Background: an optimization exercise with open tools, aiming at small area, a short achievable clock period and few clock cycles per item. Do not read the settings as production practice. Only simulation tests tie the RTL to the original design; equivalence was not proved.

==> flow/design.v, too long to show whole: its modules and the start of the top module <==
// module psc_front: 9 lines
// module psc_core: 11388 lines
// module psc_out: 51 lines
// module phase_to_scaled_sin_cos_unit: 48 lines
module phase_to_scaled_sin_cos_unit #(
	parameter int PHASE_WIDTH   = 32,
	parameter int OUT_FRAC_BITS = 16
) (
	input  logic                          clk,
	input  logic                          arst_n,
	input  logic                          push,
	output logic                          full,
	input  logic [psc_pkg::KEY_WIDTH-1:0] key,
	output logic                          empty,
	input  logic                          pop,
	output logic signed [OUT_FRAC_BITS:0] x_out,
	output logic signed [OUT_FRAC_BITS:0] y_out
);
  // ...
==> flow/run.sh <==
#!/bin/bash
# synth_recipe.tcl (not shown) runs the flow's synth.tcl, then flattens the netlist and writes it again
# the make line also repeats each setting of config.mk as NAME=value (left out here)
make -C /OpenROAD-flow-scripts/flow DESIGN_CONFIG=/design/flow/config.mk WORK_HOME=/design/flow/orfs CLKGATE_MAP_FILE= SYNTH_SCRIPT=/design/flow/synth_recipe.tcl finish
==> flow/config.mk <==
export PLATFORM = sky130hd
export DESIGN_NAME = phase_to_scaled_sin_cos_unit
export DESIGN_NICKNAME = phase_to_scaled_sin_cos_unit
export VERILOG_FILES = /design/flow/design.v
export SDC_FILE = /design/flow/constraint.sdc
export NUM_CORES = 4
export LEC_CHECK = 0
export ABC_AREA = 1
export CAP_MARGIN = 20
export CORE_MARGIN = 2
export CORE_UTILIZATION = 40
export CTS_CLUSTER_DIAMETER = 100
export CTS_CLUSTER_SIZE = 30
export SETUP_SLACK_MARGIN = 3.0
export SLEW_MARGIN = 20
==> flow/constraint.sdc <==
create_clock -name core_clock -period 6.0 [get_ports {clk}]
set_input_delay 1.2000 -clock core_clock [delete_from_list [all_inputs] [get_ports {clk}]]
set_output_delay 1.2000 -clock core_clock [all_outputs]
set_load 0.01 [all_outputs]
==> flow_summary_export.csv, run 1 <==
group,metric,value,unit
drt,met3_wirelength,33600,microns
cells_and_area,layout.nets,15700,
drt,met2_wirelength,203000,microns
timing,fin_crit_sh,0.571,
cells_and_area,num-multi-input-gates,9483,
cells_and_area,nFillCells,28100,
drt,num_vias,99700,
outcome,status,"timing/DRC/antenna clean",
floorplanning,std_cell_rows,201,
place,dpl_cell_area,0.129,sq mm
cells_and_area,sh_seq_area,0.346,
worst_hold_path,hp-start,"u_core.r11_q[0]",
worst_setup_path,crit_path_end_kind,"flip-flop",
worst_setup_path,cp.depth,10,
cells_and_area,multi_input_area_share,0.465,
worst_hold_path,min_path_cells,0,
place,dp_slack,1080,ps
worst_setup_path,cp.required,6600,ps
drt,routedLengthMet1,202000,microns
yosys,synth_area_leader_cell,"edfxtp_1",
cells_and_area,clk_share,0.0235,
worst_setup_path,crit_family,"buffers and inverters",
timing,max_freq,292,MHz
worst_setup_path,r2r_cells,10,
worst_setup_path,r2r_slack,2570,ps
global_routing,busiest_layer,"met2",
cells_and_area,area.sequential,0.0515,sq mm
yosys,synth-xor-area-share,0.106,
yosys,yosysWarnings,2,
worst_setup_path,critPathLaunch,"u_core.r2_d[0]",
place,placed_cells,17400,
yosys,ys.flop_type,"edfxtp_1",
global_routing,grt_use_met3,0.0529,
drt,wl,473000,microns
timing,worst_slack,2570,ps
place,dpl.hpwl,352000,microns
worst_setup_path,crit_type,"reg -> reg",
worst_setup_path,crit_buf_inv,5,
timing,rsz0062_at_grt,"yes",
Testbench counts, summed over its fixed seeds: cycles 16,192, items 16,000.
==> run 2, diff against run 1 <==
--- a/flow/config.mk
+++ b/flow/config.mk
@@ -12,4 +12,4 @@
 export CTS_CLUSTER_DIAMETER = 100
 export CTS_CLUSTER_SIZE = 30
-export SETUP_SLACK_MARGIN = 3.0
+export SETUP_SLACK_MARGIN = 2.6
 export SLEW_MARGIN = 20
==> flow_summary_export.csv, run 2 <==
group,metric,value,unit
drt,drtAntennaViolNets,0,
timing,rsz0062_at_grt,"yes",
floorplanning,die_w,553,microns
timing,slew_violations,0,
timing,skew,97.3,ps
timing,fin_crit_sh,0.601,
yosys,ys_types,71,
yosys,ys.flop_type,"edfxtp_1",
timing,worst_slack,2400,ps
timing,relSlewSlack,0.256,
yosys,ys_seq_area_frac,0.428,
timing,whs,418,ps
worst_setup_path,critPathLaunch,"u_core.r2_d[7]",
yosys,synth_seq_cells,1732,
global_routing,grt_pass1_vias,91500,
clock_network,h-tree-depth,3,
drt,num_vias,96000,
global_routing,grt_pass1_wl,640000,microns
worst_setup_path,arrival,4220,ps
worst_setup_path,crit_path_end_kind,"flip-flop",
yosys,synth-simple-area-share,0.166,
timing,fin_crit,3600,ps
drt,drtIter0Drc,8507,
clock_network,clock-root-buffer,"clkbuf_16",
outcome,status,"timing/DRC/antenna clean",
yosys,synthTopCellsByArea,"edfxtp_1 42%, ha_1 10%, nand2_1 8.1%, xor2_1 7.2%, inv_1 5.2%",
yosys,avgSynthCellArea,9.14,sq um
worst_hold_path,worstHoldPathType,"reg -> reg",
cells_and_area,area.growth.synth_to_final,14.7,%
timing,finalSetupViolCount,0,
clock_network,clk-insertion-delay-late,910,ps
global_routing,grt.overflow.total,0,
yosys,synthesis.nets,14400,
place,numPortBuffers,71,
worst_setup_path,startpoint_type,"flip-flop",
worst_hold_path,min_path_cells,0,
global_routing,antenna_found_initial,33,
clock_network,clkTransAtPathRegs,110,ps
clock_network,cts_buffers,99,
floorplanning,io_pins,72,
drt,drc_errors,0,
worst_hold_path,hp-start,"u_core.r11_q[0]",
drt,drtPass1Iterations,8,
place,dp_slack,1080,ps
yosys,synthMostInstantiatedCell,"nand2_1",
yosys,synth_top_area_frac,0.417,
drt,wl,452000,microns
cells_and_area,layout.nets,15100,
yosys,synth-xor-area-share,0.106,
worst_setup_path,crit_type,"reg -> reg",
yosys,synthMuxAreaShare,0.0000831,
floorplanning,core,0.300,sq mm
worst_setup_path,cp.required,6610,ps
clock_network,cts.sinks,1732,
worst_setup_path,r2r_cells,14,
timing,finalHoldViolations,0,
floorplanning,dieArea,0.306,sq mm
cells_and_area,layout-drive-gt1-share,0.118,
clock_network,cts_tree,"yes",
cells_and_area,most-common-layout-cells,"2475 x nand2_1, 1673 x edfxtp_1, 1600 x inv_1",
timing,setup_tns,0,ps
drt,wl_per_cell,25.3,microns
worst_setup_path,r2r_start,"u_core.r2_d[7]",
clock_network,clockBufferDepth,4,
yosys,synth_edf_count,1673,
floorplanning,start_util,0.402,
yosys,syn-instance-count,13200,
global_routing,grt_max_degree,150,
global_routing,grt_util_all_layers,0.287,
floorplanning,std_cell_rows,201,
yosys,synth_common_cells,"2596 x nand2_1, 1674 x inv_1, 1673 x edfxtp_1, 1205 x nor2_1, 986 x xor2_1",
floorplanning,fp.dieH,553,microns
timing,tightest_slew,1120,ps
yosys,netlist_area,0.120,sq mm
clock_network,ctsHoldBuffers,0,
yosys,synth_compound_area_frac,0.0967,
cells_and_area,mostFrequentLayoutCell,"nand2_1",
drt,routed_via_density,5.36,
place,gp_congestion,1.10,
job,cap_violations,0,
worst_setup_path,crit_fanout,4,
yosys,synth_area_leader_cell,"edfxtp_1",
yosys,synthArstFlopShare,0.0144,
yosys,synth-adder-area-share,0.141,
place,dpl.hpwl,352000,microns
yosys,yosysWarnings,2,
timing,max_freq,277,MHz
yosys,synth_top_family_by_area,"simple AND/OR/NAND/NOR gates",
==> run 2: cell counts after synthesis <==
No cell type changed its count.
==> run 2: final timing paths <==
path | endpoint | slack [ps]
min reg2reg | u_core.r12_q[0] | 420
max reg2reg | u_core.r3_y[23] | 2400
min | u_core.r12_q[0] | 420
max | u_core.r3_y[23] | 2400
max in group asynchronous | u_core.vld[4] | 5010
min in group asynchronous | u_core.vld[22] | 700
==> run 2: metal layers <==
metal / vias to the layer above / wire, microns / track usage
li1: 45700 / - / -
met1: 46400 / 199000 / 0.389
met2: 3047 / 194000 / 0.434
met3: 918 / 28400 / 0.0479
met4: 14 / 31500 / 0.165
met5: - / 107 / 0
==> run 2: critical path, stage by stage, from the launching register on <==
cell and delay [ps]:
edfxtp_1 460, buf_4 170, inv_2 90, buf_6 150, ha_4 210, ha_4 260, nor2_1 80, inv_1 220
nor2_1 150, o21ai_0 590, a31oi_1 250, buf_4 220, o22ai_1 150, buf_4 210, xor2_1 100
==> run 2: final cells by class <==
type | instances | area [sq um]
multi-input cells | 9478 | 64200
well taps | 3958 | 4950
inverters | 1714 | 6610
repair buffers | 827 | 7250
diodes | 23 | 57.6
clock buffers | 104 | 2520
clock inverters | 76 | 992
fillers | 29100 | 162000
flip-flops and latches | 1732 | 51500
==> run 2: cells by family (layout without fill, tap and decap cells) <==
group / Yosys count / count (layout)
adder cells (fa/ha/maj): 1213 / 1213
AND/OR/NAND/NOR: 4849 / 4854
other: 0 / 23
flip-flops: 1732 / 1732
multiplexers: 1 / 1
XOR/XNOR: 1439 / 1439
AO/OA/AOI/OAI: 1971 / 1971
buffers and inverters: 1971 / 2721
==> run 2: stage by stage <==
stage           util  std cells  area [sq um]
2_1_floorplan      -      13200        120000
3_5_place_dp   0.430      17400        129000
3_3_place_gp   0.430      17400        129000
6_report       0.461      17900        138000
5_1_grt        0.461      17900        138000
4_1_cts        0.450      17700        135000
==> run 2: timing repair <==
action | 4_1_cts | 5_1_grt
gates cloned | 4 | 7
setup endpoints to repair | 304 | 383
gates resized for setup | 363 | 547
buffers inserted | 117 | 165
pin swaps | 17 | 91
==> run 3, diff against run 2 <==
--- a/flow/config.mk
+++ b/flow/config.mk
@@ -9,5 +9,5 @@
 export CAP_MARGIN = 20
 export CORE_MARGIN = 2
-export CORE_UTILIZATION = 40
+export CORE_UTILIZATION = 48
 export CTS_CLUSTER_DIAMETER = 100
 export CTS_CLUSTER_SIZE = 30
==> flow_summary_export.csv, run 3 <==
group,metric,value,unit
cells_and_area,nFillCells,21600,
drt,num_vias,100000,
worst_setup_path,cp.required,6690,ps
cells_and_area,most-common-layout-cells,"2489 x nand2_1, 1673 x edfxtp_1, 1597 x inv_1",
yosys,netlist_area,0.120,sq mm
timing,skew,81.7,ps
timing,rsz0062_at_grt,"yes",
global_routing,grt_max_degree,205,
place,numPortBuffers,71,
clock_network,cts_buffers,92,
global_routing,grt_pass1_wl,678000,microns
floorplanning,die_w,505,microns
worst_setup_path,arrival,4270,ps
clock_network,cts.sinks,1732,
drt,drtAntennaViolNets,0,
global_routing,grt_pass1_vias,99200,
timing,finalHoldViolations,0,
cells_and_area,final_cell_count_no_fill,17100,
place,gp_congestion,1.16,
worst_setup_path,startpoint_type,"flip-flop",
yosys,synth_edf_count,1673,
yosys,synth_common_cells,"2596 x nand2_1, 1674 x inv_1, 1673 x edfxtp_1, 1205 x nor2_1, 986 x xor2_1",
global_routing,antenna_found_initial,45,
cells_and_area,layout-drive-gt1-share,0.109,
yosys,ys_seq_area_frac,0.428,
yosys,ys_types,71,
yosys,synthArstFlopShare,0.0144,
clock_network,h-tree-depth,3,
yosys,ys.flop_type,"edfxtp_1",
yosys,synthesis.nets,14400,
drt,wl,477000,microns
timing,relSlewSlack,0.183,
place,dpl.hpwl,364000,microns
yosys,synthMostInstantiatedCell,"nand2_1",
outcome,status,"timing/DRC/antenna clean",
global_routing,grt_util_all_layers,0.365,
clock_network,clockBufferDepth,3,
drt,drtPass1Iterations,9,
drt,routed_via_density,5.85,
yosys,yosysWarnings,2,
timing,fin_crit,3580,ps
yosys,synthTopCellsByArea,"edfxtp_1 42%, ha_1 10%, nand2_1 8.1%, xor2_1 7.2%, inv_1 5.2%",
yosys,synth_seq_cells,1732,
cells_and_area,area.growth.synth_to_final,13.1,%
yosys,synth_area_leader_cell,"edfxtp_1",
yosys,syn-instance-count,13200,
place,placed_cells,16700,
floorplanning,core,0.249,sq mm
clock_network,cts_tree,"yes",
cells_and_area,layout.nets,15000,
job,cap_violations,0,
yosys,synth_top_area_frac,0.417,
timing,fin_crit_sh,0.597,
clock_network,clock-root-buffer,"clkbuf_16",
cells_and_area,mostFrequentLayoutCell,"nand2_1",
clock_network,ctsHoldBuffers,0,
yosys,avgSynthCellArea,9.14,sq um
floorplanning,fp.dieH,505,microns
timing,finalSetupViolCount,0,
floorplanning,start_util,0.484,
drt,drc_errors,0,
timing,max_freq,279,MHz
drt,wl_per_cell,27.8,microns
global_routing,grt.overflow.total,0,
floorplanning,std_cell_rows,183,
clock_network,clk-insertion-delay-late,840,ps
clock_network,clkTransAtPathRegs,110,ps
worst_setup_path,crit_type,"reg -> reg",
timing,setup_tns,0,ps
timing,tightest_slew,1220,ps
worst_setup_path,crit_path_end_kind,"flip-flop",
worst_hold_path,worstHoldPathType,"in -> async",
worst_setup_path,crit_fanout,11,
timing,slew_violations,0,
floorplanning,io_pins,72,
drt,drtIter0Drc,10400,
floorplanning,dieArea,0.255,sq mm
[run 3: cell counts after synthesis]
Identical to the previous run, type by type.
[run 3: cell type report]
cell class                 instances  area (sq um)  area share
antenna                           32          80.1    0.000588
clock buffer                     102          2380      0.0175
clock inverter                    63          1060     0.00777
inverter                        1714          6600      0.0485
multi-input combinational       9476         64300       0.472
sequential                      1732         51500       0.378
tap                             3330          4170      0.0306
timing repair buffer             692          6120      0.0450
timing repair inverter             1          5.00   0.0000367
[run 3: cell families (layout without fill, tap and decap cells)]
kind of cell             after synthesis  in the layout  synth area share
other                                  0             32                 0
AO/OA/AOI/OAI                       1971           1971            0.0967
adder cells (fa/ha/maj)             1213           1213             0.141
XOR/XNOR                            1439           1439             0.106
flip-flops                          1732           1732             0.428
buffers and inverters               1971           2572            0.0621
multiplexers                           1              1         0.0000831
AND/OR/NAND/NOR                     4849           4852             0.166
[run 3: worst paths after layout]
check,from,end,slack (ps),cells past startpoint
setup / recovery,u_core.r2_d[6],u_core.r3_x[7],2420,9
hold / removal,arst_n,u_core.vld[12],370,1
setup reg to reg,u_core.r2_d[6],u_core.r3_x[7],2420,9
hold reg to reg,u_core.r4_q[0],u_core.r5_q[0],400,0
max in group asynchronous,arst_n,u_out.skid_q,5210,1
min in group core_clock,u_core.r4_q[0],u_core.r5_q[0],400,0
[run 3: routing by layer]
metal	up-vias	wire length, microns	share of wire	global-route usage
met2	4268	217000	0.45	0.585
met3	1188	40200	0.084	0.0929
met1	49500	187000	0.39	0.451
met5	-	279	0.00058	0
li1	45400	-	-	-
met4	28	32600	0.068	0.198
[run 3: critical path, stage by stage, from the launching register on]
cell and delay (ps):
edfxtp_1 400, buf_4 220, bufbuf_16 350, nand2_2 210
inv_1 340, nor2_1 140, nor2_1 940, o311ai_0 400
a31oi_1 270, buf_4 170
[run 3: stage by stage]
step	utilization	hold WS (ps)	cell area [sq um]	worst slack, ps
after global routing	0.547	383	136000	2490
after CTS	0.534	411	133000	2380
after global placement	0.512	401	128000	691
final	0.547	369	136000	2420
after detailed placement	0.512	405	128000	1060
after floorplan	-	400	120000	908
[run 3: what timing repair did]
action	CTS	global route
pin swaps	23	70
resized for setup	377	541
gates cloned	3	5
setup buffers	81	148
setup endpoints to repair	368	430

## afterwards: timing with drivers on the ports
The results above use ideal ports. As a check the final layouts listed here were re-extracted and re-timed, cells and wires unchanged. Step 1 assumes that a clkbuf_16 drives the clock port and a buf_2 every other input. Step 2 times the ports against the registers' clock, not the clock port: input delays grow and output delays shrink by t, the midpoint of the rising clock arrivals with the driver on. Slacks: no drivers / after step 1 / after step 2; pairs: no drivers / after step 1.
run | t, ns | slack for setup (ns) | worst setup path at the end | cell pins on the clock port's net
run 1 | 0.962 | 2.574 / 2.574 / 2.228 | input to register | 1
run 2 | 0.965 | 2.396 / 2.396 / 1.855 | input to register | 1
run 3 | 0.905 | 2.418 / 2.418 / 1.977 | input to register | 1
After both steps setup and hold are still met in every run listed. The setup slack of run 2, which loses most, moves by 0.000 ns with the drivers and by -0.541 ns with both steps.
